Background: an optimization exercise with open tools, aiming at small area, a short achievable clock period and few clock cycles. Do not read the settings as production practice.
Function was checked by simulation only, so behaviour that the tests miss may differ from the original.
Power and IR drop assume default switching activity.

## yarrow
==> flow/design.v (excerpt) <==
module ambient_light_backlight_controller (
   input  logic       clock,
   input  logic       reset,
   input  logic        req_valid,
   output logic        req_ready,
   input  logic        req_kind,
   input  logic [15:0] req_lux_sample,
   input  logic        req_auto_mode,
   input  logic        req_slider_valid,
   input  logic [7:0]  req_slider_level,
   output logic        rsp_valid,
   input  logic        rsp_ready,
   output logic [9:0]  rsp_backlight_level,
   output logic        rsp_level_written,
   output logic [9:0]  rsp_target_level,
   output logic [15:0] rsp_filtered_lux,
   input  logic       csr_wr_en,
   input  logic [2:0] csr_index,
   input  logic [9:0] csr_wr_data
);
Size in the first run: about 6,300 cells after synthesis, roughly 540 flip-flops, ~84 I/O pins.
Settings: LEC_CHECK=0, ABC_AREA=1, CAP_MARGIN=20, CORE_MARGIN=2, CORE_UTILIZATION=40, SETUP_SLACK_MARGIN=2.0, SLEW_MARGIN=20; clock period 10.0 ns.
run.sh (not shown) runs the stock make flow with config.mk's settings and CLKGATE_MAP_FILE= SYNTH_SCRIPT=/design/flow/synth_recipe.tcl, a recipe that flattens the netlist after the stock synthesis.
Testbench counts of yarrow, summed over its fixed seeds: cycles 3,920.
The following lists how pepper was set up differently from yarrow:
# yarrow
export LEC_CHECK = 0
export ABC_AREA = 1
export CAP_MARGIN = 20
export CORE_MARGIN = 2
export CORE_UTILIZATION = 40
export SETUP_SLACK_MARGIN = 2.0
export SLEW_MARGIN = 20
create_clock -name core_clock -period 10.0 [get_ports {clock}]
# pepper
export LEC_CHECK = 0
export ABC_AREA = 1
export CAP_MARGIN = 20
export CORE_MARGIN = 2
export CORE_UTILIZATION = 55
export SETUP_SLACK_MARGIN = 1.5
export SLEW_MARGIN = 20
create_clock -name core_clock -period 10.0 [get_ports {clock}]
Findings:
Diff pepper and yarrow: detailed-route wire length on metal 1 higher in yarrow
Comparing pepper and yarrow, the higher worst slack at placement was measured on yarrow.
Post-detailed-placement half-perimeter wirelength, pepper vs yarrow: up slightly
[compare] base=yarrow new=pepper: number of gates on the worst path with buffers counted shows an increase of 1; overall die height shows a reduction of 15%; headroom to the max-slew limit shows a reduction of 1.3 points; detailed route wirelength on metal2 decreased by about 1.2% relative to the old numbers.
yarrow → pepper: non-filler instance count after layout shrank by about 6.5%; count of non-CTS buffers in the layout fell 54.
Relative to pepper, the following input files were edited for lagoon:
# pepper
export LEC_CHECK = 0
export ABC_AREA = 1
export CAP_MARGIN = 20
export CORE_MARGIN = 2
export CORE_UTILIZATION = 55
export SETUP_SLACK_MARGIN = 1.5
export SLEW_MARGIN = 20
create_clock -name core_clock -period 10.0 [get_ports {clock}]
# lagoon
export LEC_CHECK = 0
export CAP_MARGIN = 20
export CORE_MARGIN = 2
export CORE_UTILIZATION = 40
export SETUP_SLACK_MARGIN = 1.5
export SLEW_MARGIN = 20
create_clock -name core_clock -period 10.0 [get_ports {clock}]
[summary]
lagoon has completed all stages; timing, DRC and antenna checks passed. In terms of clock group total power, pepper and lagoon differ only marginally. Compare pepper and lagoon | utilization higher: pepper. NOTE: number of nets produced by synthesis in lagoon falls short of that of pepper. Compared with pepper, lagoon instantiates a smaller number of cells.

## north
ambient_light_backlight_controller again, from the RTL that the note above started with.
make LEC_CHECK=0 ABC_AREA=1 CAP_MARGIN=20 CORE_MARGIN=2 CORE_UTILIZATION=40 SETUP_SLACK_MARGIN=1.5 SLEW_MARGIN=20 finish   # period 10.0 ns
north has completed all stages; timing, DRC and antenna checks passed.
Testbench counts of north, summed over its fixed seeds: cycles 3,920.
#### Input delta (east over north)
- swapping 1.5 for 3.5 in SETUP_SLACK_MARGIN
### Flow results
- No run among north and east stopped early or left any final violation; all are clean.
- east against north: number of vias after detailed routing shows an increase of 8.6%, total power shows an increase of about 40%, final cell count shows an increase of 537, total number of cells along the worst setup path shows a reduction of 3, sequential cell area share shows a reduction of 3.7 points.
- Time the worst path needs with I/O delays and setup, north and east: higher on north
- Internal portion of total power up about 44% in east wrt north
- For north, the critical path capture point was rsp_backlight_level[9], unlike east, where it was rsp_backlight_level[0].
- What north reported for wire length has to be multiplied by 1.14 to get the figure for east.

separate check: timing with driven ports:
The flow's constraints put no driver on any port. The routed layouts listed below were extracted and timed again, unchanged, in two steps. Step 1 sets driving cells, clkbuf_16 on the clock port and buf_2 on the other inputs (assumed; they add their load-dependent delay and slew). Step 2 times the ports against the registers' clock, not the clock port: input delays grow and output delays shrink by t, the midpoint of the rising clock arrivals with the driver on. Slacks: no drivers / after step 1 / after step 2; pairs: no drivers / after step 1.
| run | shift t [ns] | slack for setup (ns) | worst hold slack (ns) | clock arrival spread, ns | pins driven straight from the clock port |
|---|---|---|---|---|---|
| yarrow | 0.711 | 2.261 / 2.187 / 2.477 | 0.418 / 0.418 / 0.418 | 0.033 / 0.034 | 1 |
| pepper | 0.685 | 1.878 / 1.811 / 2.118 | 0.418 / 0.418 / 0.418 | 0.030 / 0.031 | 1 |
| lagoon | 0.733 | 1.173 / 1.096 / 1.613 | 0.410 / 0.410 / 0.410 | 0.039 / 0.038 | 1 |
| north | 0.712 | 1.826 / 1.752 / 2.045 | 0.417 / 0.417 / 0.417 | 0.035 / 0.035 | 1 |
| east | 0.738 | 2.219 / 2.142 / 2.881 | 0.403 / 0.403 / 0.403 | 0.038 / 0.039 | 1 |
After both steps every run listed still meets setup and hold.
